What follows belongs to an exercise in optimizing a design on an open flow for small area; a production flow would make more cautious choices.
Function was checked by simulation only, so behaviour that the tests miss may differ from the original.
Power figures rest on the tool's default switching activity, not on a simulated workload.

**design/flow/design.v**
```verilog
module pattern_encoder #(
    parameter int INDEX_WIDTH = 32,
    parameter int ADDR_WIDTH  = 48,
    parameter int DATA_WIDTH  = 64
) (
    input  logic                   clk,
    input  logic                   rst,
    input  logic                   start,
    input  logic [ADDR_WIDTH-1:0]  start_addr,
    input  logic                   index_push,
    input  logic [INDEX_WIDTH-1:0] row,
    input  logic [INDEX_WIDTH-1:0] col,
    output logic                   index_stall,
    input  logic                   finish,
    output logic                   wr_req,
    input  logic                   wr_stall,
    output logic [ADDR_WIDTH-1:0]  wr_addr,
    output logic [DATA_WIDTH-1:0]  wr_data,
    output logic                   done,
    output logic [ADDR_WIDTH-1:0]  word_count
);
    localparam int VW = INDEX_WIDTH + 1;
    localparam int LW = $clog2(VW + 1);
    localparam int BW = 2 * DATA_WIDTH;
    localparam int FW = $clog2(BW + 1);
    localparam int SH = $clog2(DATA_WIDTH / 8);
    typedef enum logic [2:0] {
        S_IDLE, S_RUN, S_COL2, S_FLUSH, S_DONE
    } state_t;
    state_t state_q, state_d;
    logic [BW-1:0]          buf_q, buf_d;
    logic [FW-1:0]          fill_q, fill_d;
    logic [INDEX_WIDTH-1:0] prow_q, prow_d;
    logic [VW-1:0]          pcol_q, pcol_d;
    logic [VW-1:0]          pend_q, pend_d;
    logic                   fin_q, fin_d;
    logic                   end_q, end_d;
    logic [ADDR_WIDTH-1:0]  base_q, base_d;
    logic [ADDR_WIDTH-1:0]  cnt_q, cnt_d;
    logic                   wr_req_q, wr_req_d;
    logic [ADDR_WIDTH-1:0]  wr_addr_q, wr_addr_d;
    logic [DATA_WIDTH-1:0]  wr_data_q, wr_data_d;
    logic          room, accept, row_up, bad;
    logic          emit_full, emit_part, emit;
    logic [VW-1:0] row_val, col_val, col_first;
    logic          app, app_t;
    logic [VW-1:0] app_v;
    function automatic logic [LW-1:0] bitlen(input logic [VW-1:0] v);
        logic [LW-1:0] n;
        n = '0;
        for (int i = 0; i < VW; i++)
            if (v[i]) n = LW'(i + 1);
        bitlen = n;
    endfunction
    function automatic logic [BW-1:0] mkcode(input logic t,
                                             input logic [VW-1:0] v);
        logic [BW-1:0] c;
        c = '0;
        c[0] = t;
        c[LW:1] = bitlen(v);
        c[LW+VW:LW+1] = v;
        mkcode = c;
    endfunction
    function automatic logic [FW-1:0] codelen(input logic [VW-1:0] v);
        codelen = FW'(LW + 1) + FW'(bitlen(v));
    endfunction
    assign room      = fill_q < FW'(DATA_WIDTH);
    assign accept    = (state_q == S_RUN) && room && index_push;
    assign row_up    = row > prow_q;
    assign row_val   = {1'b0, row} - {1'b0, prow_q};
    assign col_val   = {1'b0, col} - pcol_q;
    assign col_first = {1'b0, col} + VW'(1);
    assign emit_full = !room;
    assign emit_part = (state_q == S_FLUSH) && end_q
                    && (fill_q != '0) && room;
    assign emit      = (emit_full || emit_part) && !wr_stall;
    assign bad = 1'b0;
    always_ff @(posedge clk or posedge rst) begin
        if (rst) state_q <= S_IDLE;
        else     state_q <= state_d;
    end
    always_comb begin
        state_d = state_q;
        unique case (state_q)
            S_IDLE:  if (start) state_d = S_RUN;
            S_RUN: begin
                if (accept && !bad && row_up) state_d = S_COL2;
                else if (finish)              state_d = S_FLUSH;
            end
            S_COL2:  if (room) state_d = fin_q ? S_FLUSH : S_RUN;
            S_FLUSH: if (end_q && fill_q == '0) state_d = S_DONE;
            S_DONE:  state_d = S_IDLE;
            default: state_d = S_IDLE;
        endcase
    end
    always_comb begin
        index_stall = !rst && !((state_q == S_RUN) && room);
        done        = (state_q == S_DONE);
    end
    always_comb begin
        buf_d     = buf_q;
        fill_d    = fill_q;
        prow_d    = prow_q;
        pcol_d    = pcol_q;
        pend_d    = pend_q;
        fin_d     = fin_q;
        end_d     = end_q;
        base_d    = base_q;
        cnt_d     = cnt_q;
        wr_req_d  = 1'b0;
        wr_addr_d = wr_addr_q;
        wr_data_d = wr_data_q;
        app       = 1'b0;
        app_t     = 1'b0;
        app_v     = '0;
        unique case (state_q)
            S_IDLE: begin
                if (start) begin
                    buf_d  = '0;
                    fill_d = '0;
                    prow_d = '0;
                    pcol_d = '1;
                    fin_d  = 1'b0;
                    end_d  = 1'b0;
                    base_d = start_addr;
                    cnt_d  = '0;
                end
            end
            S_RUN: begin
                if (accept && !bad) begin
                    prow_d = row;
                    pcol_d = {1'b0, col};
                    app    = 1'b1;
                    if (row_up) begin
                        app_t  = 1'b1;
                        app_v  = row_val;
                        pend_d = col_first;
                        fin_d  = finish;
                    end else begin
                        app_v = col_val;
                    end
                end
            end
            S_COL2: begin
                if (room) begin
                    app   = 1'b1;
                    app_v = pend_q;
                end
            end
            S_FLUSH: begin
                if (!end_q && room) begin
                    app   = 1'b1;
                    app_t = 1'b1;
                    end_d = 1'b1;
                end
            end
            default: ;
        endcase
        if (app) begin
            buf_d  = buf_q | (mkcode(app_t, app_v) << fill_q);
            fill_d = fill_q + codelen(app_v);
        end
        if (emit) begin
            wr_req_d  = 1'b1;
            wr_data_d = buf_q[DATA_WIDTH-1:0];
            wr_addr_d = base_q + (cnt_q << SH);
            buf_d     = buf_q >> DATA_WIDTH;
            fill_d    = emit_full ? fill_q - FW'(DATA_WIDTH) : '0;
            cnt_d     = cnt_q + ADDR_WIDTH'(1);
        end
    end
    always_ff @(posedge clk or posedge rst) begin
        if (rst) begin
            buf_q     <= '0;
            fill_q    <= '0;
            prow_q    <= '0;
            pcol_q    <= '1;
            pend_q    <= '0;
            fin_q     <= 1'b0;
            end_q     <= 1'b0;
            base_q    <= '0;
            cnt_q     <= '0;
            wr_req_q  <= 1'b0;
            wr_addr_q <= '0;
            wr_data_q <= '0;
        end else begin
            buf_q     <= buf_d;
            fill_q    <= fill_d;
            prow_q    <= prow_d;
            pcol_q    <= pcol_d;
            pend_q    <= pend_d;
            fin_q     <= fin_d;
            end_q     <= end_d;
            base_q    <= base_d;
            cnt_q     <= cnt_d;
            wr_req_q  <= wr_req_d;
            wr_addr_q <= wr_addr_d;
            wr_data_q <= wr_data_d;
        end
    end
    assign wr_req     = wr_req_q;
    assign wr_addr    = wr_addr_q;
    assign wr_data    = wr_data_q;
    assign word_count = cnt_q;
endmodule
```
**design/flow/run.sh**
```bash
#!/bin/bash
# synth_recipe.tcl (not shown) runs the flow's synth.tcl, then flattens the netlist and writes it again
# the make line also repeats each setting of config.mk as NAME=value (left out here)
make -C /OpenROAD-flow-scripts/flow DESIGN_CONFIG=/design/flow/config.mk WORK_HOME=/design/flow/orfs CLKGATE_MAP_FILE= SYNTH_SCRIPT=/design/flow/synth_recipe.tcl finish
```
**design/flow/config.mk**
```make
export PLATFORM = sky130hd
export DESIGN_NAME = pattern_encoder
export DESIGN_NICKNAME = pattern_encoder
export VERILOG_FILES = /design/flow/design.v
export SDC_FILE = /design/flow/constraint.sdc
export NUM_CORES = 4
export LEC_CHECK = 0
export CAP_MARGIN = 20
export CORE_MARGIN = 2
export CORE_UTILIZATION = 40
export SLEW_MARGIN = 20
```
**design/flow/constraint.sdc**
```tcl
create_clock -name core_clock -period 10.0 [get_ports {clk}]
set_input_delay 2.0000 -clock core_clock [delete_from_list [all_inputs] [get_ports {clk}]]
set_output_delay 2.0000 -clock core_clock [all_outputs]
set_load 0.01 [all_outputs]
```
==> impl_metrics.tcl <==
set metrics [dict create \
    outcome "complete, no violations" \
    cts_inserted_buffers 55 \
    endpoint_kind "register" \
    final_util_pct 48.0 \
    gp_congestion 0.971 \
    initial_core_util_pct 40.3 \
    synthMuxAreaShare_pct 3.56 \
    clockBufferDepth 3 \
    synth_xor_area_share_pct 3.24 \
    post_cts_resized 0 \
    clk_pin_slew_ps 60 \
    yosys.area_share.simple_pct 21.4 \
    syn_to_final_growth_pct 19.3 \
    setup_slack_ps 2250 \
    leakage_nw 15.6 \
    synth_compound_area_share_pct 23.0 \
    synthesis.area_um2 28700 \
    cts-htree-levels 2 \
    cts-root-buf "clkbuf_16" \
    relSlewSlack_pct 22.4 \
    cts_tree "yes" \
    netlist_instances 3412 \
    skew_ps 37.2 \
    core_um2 71200 \
    clkLatencyLatePin_ps 630 \
    timing.final.crit_share_pct 77.5 \
    syn_nets 3656 \
    met1_usage_pct 36.5 \
    numPortBuffers 280 \
    top_usage_layer "met2" \
    ys_warn_count 1 \
    first_iter_violations 2247 \
    start_kind "input pin" \
    synthAdderAreaFrac_pct 5.60 \
    grt_pass1_vias 24700 \
    tightest_slew_ps 1160 \
    post-dp-hpwl_mm 72.4 \
    ys_types 111 \
    cp.arrival_ps 8270 \
    peakVddDrop_uv 178 \
    cts_hold_buf 0 \
    final_cell_mix "nand2_1, dfrtp_1, clkdlybuf4s50_1" \
    dieWidth_um 272 \
    maxCapViolCount 0 \
    worst_hold_slack_ps 465 \
    rsz0062_at_grt "false" \
    worstPathMaxFanout 38 \
    ys_seq_elements 448 \
    setup_violations 0 \
    dieArea_um2 73900 \
    crit_required_ps 10510 \
    slew_viol_final 0 \
    grt_util_met2_pct 41.4 \
    critical_path_class "in2reg" \
    dp_slack_ps 1650 \
    finalWirelength_mm 98.5 \
    fin_cells 4604 \
    track_usage_pct 26.1 \
    firstDrtPassIters 5 \
    min-delay-path-class "reg2reg" \
    die_h_um 272 \
    synth_top_family_by_area "compound AO/OA/AOI/OAI gates" \
    grt_max_degree 178 \
    cts_setup_buffers 0 \
    antenna_left 0 \
    seq_area_frac_synth_pct 39.2 \
    ys.flop_type "dfrtp_1" \
    layout.nets 3850 \
    clock_sinks 448 \
    hold_viol 0 \
    final_common_cell "nand2_1" \
    fin_crit_ps 7750 \
    finalSetupTns_ps 0 \
    vias 26600 \
    synth-edff-count 0 \
    use_met3_pct 2.98 \
    power_density_nw_per_um2 368 \
    antenna_found_initial 3 \
    grt_pass1_wl_mm 152 \
    viasPerCell 5.77 \
    grt_overflow 0 \
    design.portCount 281 \
    syn_area_per_cell_um2 8.41 \
    wl_per_cell_um 21.4 \
    async_flop_share_pct 100 \
    drive_gt1_share_pct 7.20 \
    fmax_mhz 129 \
    place_inst 4499 \
    rows 98 \
    drc 0 \
    fillCellCount 7020 \
]
-- through the flow --
stage                     instance area (um2)  power [mW]
after floorplan                         28700        7.94
after global routing                    34200        13.5
final                                   34200        12.6
after global placement                  32300        10.4
after CTS                               34200        12.5
after detailed placement                32400        10.4
-- power breakdown --
group	switching [mW]	internal [mW]
sequential	0.421	2.53
combinational	4.81	2.79
clock	0.828	1.21
-- layout make-up --
cell class              count  area [um2]  area share, %
diodes                      3        7.51         0.0219
clock buffers              86        1600           4.68
clock inverters            16         243          0.709
inverters                 111         423           1.24
multi-input cells        2669       16300           47.7
flip-flops and latches    448       11300           32.9
well taps                 950        1190           3.47
repair buffers            321        3180           9.28
-- layer usage --
| layer | share of wire (%) | vias to the layer above |
|---|---|---|
| met5 | 0 | - |
| met4 | 4.1 | 0 |
| met3 | 5.4 | 190 |
| met2 | 46 | 881 |
| met1 | 45 | 12800 |
| li1 | - | 12600 |
-- path summary, 6_finish.rpt --
check | startpoint | endpoint | cells past startpoint | slack [ps]
setup / recovery | row[10] | buf_q[8]$_DFFE_PP0P_ | 18 | 2250
hold / removal | buf_q[51]$_DFFE_PP0P_ | wr_data_q[51]$_DFFE_PP0P_ | 2 | 460
setup reg to reg | prow_q[12]$_DFFE_PP0P_ | buf_q[8]$_DFFE_PP0P_ | 18 | 3730
hold reg to reg | buf_q[51]$_DFFE_PP0P_ | wr_data_q[51]$_DFFE_PP0P_ | 2 | 460
max in group asynchronous | rst | buf_q[55]$_DFFE_PP0P_ | 3 | 6450
min in group asynchronous | rst | pend_q[0]$_DFFE_PP0P_ | 2 | 2110
-- kinds of logic (layout without fill, tap and decap cells) --
kind of cell / after synthesis / count (layout)
simple gates: 1368 / 1368
compound gates: 975 / 975
flops: 448 / 448
buf+inv: 295 / 534
fa+ha+maj: 126 / 126
xor+xnor: 106 / 106
mux: 94 / 94
other cells: 0 / 3
-- flip-flops by register name (all words and copies together), names as in the netlist --
name,flops
cnt_q,48
fill_q,8
end_q,1
wr_req_q,1
wr_addr_q,48
pend_q,33
fin_q,1
prow_q,32
base_q,48
buf_q,128
state_q,3
wr_data_q,64
pcol_q,33
-- Yosys cell counts (all sizes together) (8+ instances only) --
| master | instances | share of area [%] |
|---|---|---|
| nand2 | 732 | 9.6 |
| dfrtp | 415 | 36 |
| o21ai | 276 | 4.9 |
| nor2 | 237 | 3.1 |
| a21oi | 172 | 3.1 |
| clkbuf | 143 | 1.9 |
| ha | 122 | 5.3 |
| inv | 109 | 1.4 |
| nand3 | 95 | 1.7 |
| and3 | 81 | 1.8 |
| mux2i | 65 | 2.3 |
| o31ai | 63 | 1.7 |
| a21o | 61 | 1.6 |
| nor3 | 60 | 1.2 |
| a31oi | 59 | 1.3 |
| xnor2 | 53 | 1.6 |
| xor2 | 53 | 1.6 |
| o211ai | 43 | 1.2 |
| buf | 41 | 0.68 |
| a211oi | 38 | 1.1 |
| dfstp | 33 | 3.0 |
| o21a | 33 | 0.87 |
| a221oi | 29 | 1.0 |
| nand2b | 29 | 0.63 |
| mux2 | 25 | 0.98 |
| nand4 | 23 | 0.55 |
| a221o | 19 | 0.67 |
| nor2b | 17 | 0.37 |
| or3 | 17 | 0.37 |
| a22o | 16 | 0.49 |
| o22ai | 16 | 0.35 |
| a211o | 12 | 0.37 |
| a21boi | 12 | 0.31 |
| a31o | 12 | 0.37 |
| and2 | 12 | 0.26 |
| o21bai | 12 | 0.33 |
| and4 | 11 | 0.34 |
| nor3b | 10 | 0.26 |
| nor4 | 9 | 0.29 |
| or2 | 9 | 0.20 |
| a2111oi | 8 | 0.29 |
-- worst max-delay path, stage by stage --
cell             delay [ps]
clkdlybuf4s50_1         440
ha_1                    400
a21oi_1                 270
o211ai_1                160
a221oi_2                380
o21a_1                  480
o21ai_4                 240
nand2_2                 500
buf_4                   420
o21ai_0                 170
a21oi_1                 290
o211ai_1                250
nor4_4                  420
a211oi_1                190
a2111oi_0               870
o21bai_1                270
o21ai_1                 130
a221o_1                 350

separate check: timing with driven ports:
No port has a modelled driver above. Below, the same layout with a new extraction and two added sets of constraints.
Step 1: set_driving_cell puts a clkbuf_16 on clk and a buf_2 on each other input, an assumption about the parent block.
Step 2 also shifts input and output timing later by t, the mid clock arrival at the registers, as if the neighbouring blocks saw the same clock.
Three values: ideal ports, drivers, drivers and shift; two values: the first two.
t, ns: 0.681
slack for setup (ns): 2.245 / 2.288 / 1.607
pins driven straight from the clock port: 1
After both steps setup and hold are still met in this run. For this run, drivers alone change the setup slack by +0.043 ns; drivers and shift together by -0.638 ns.
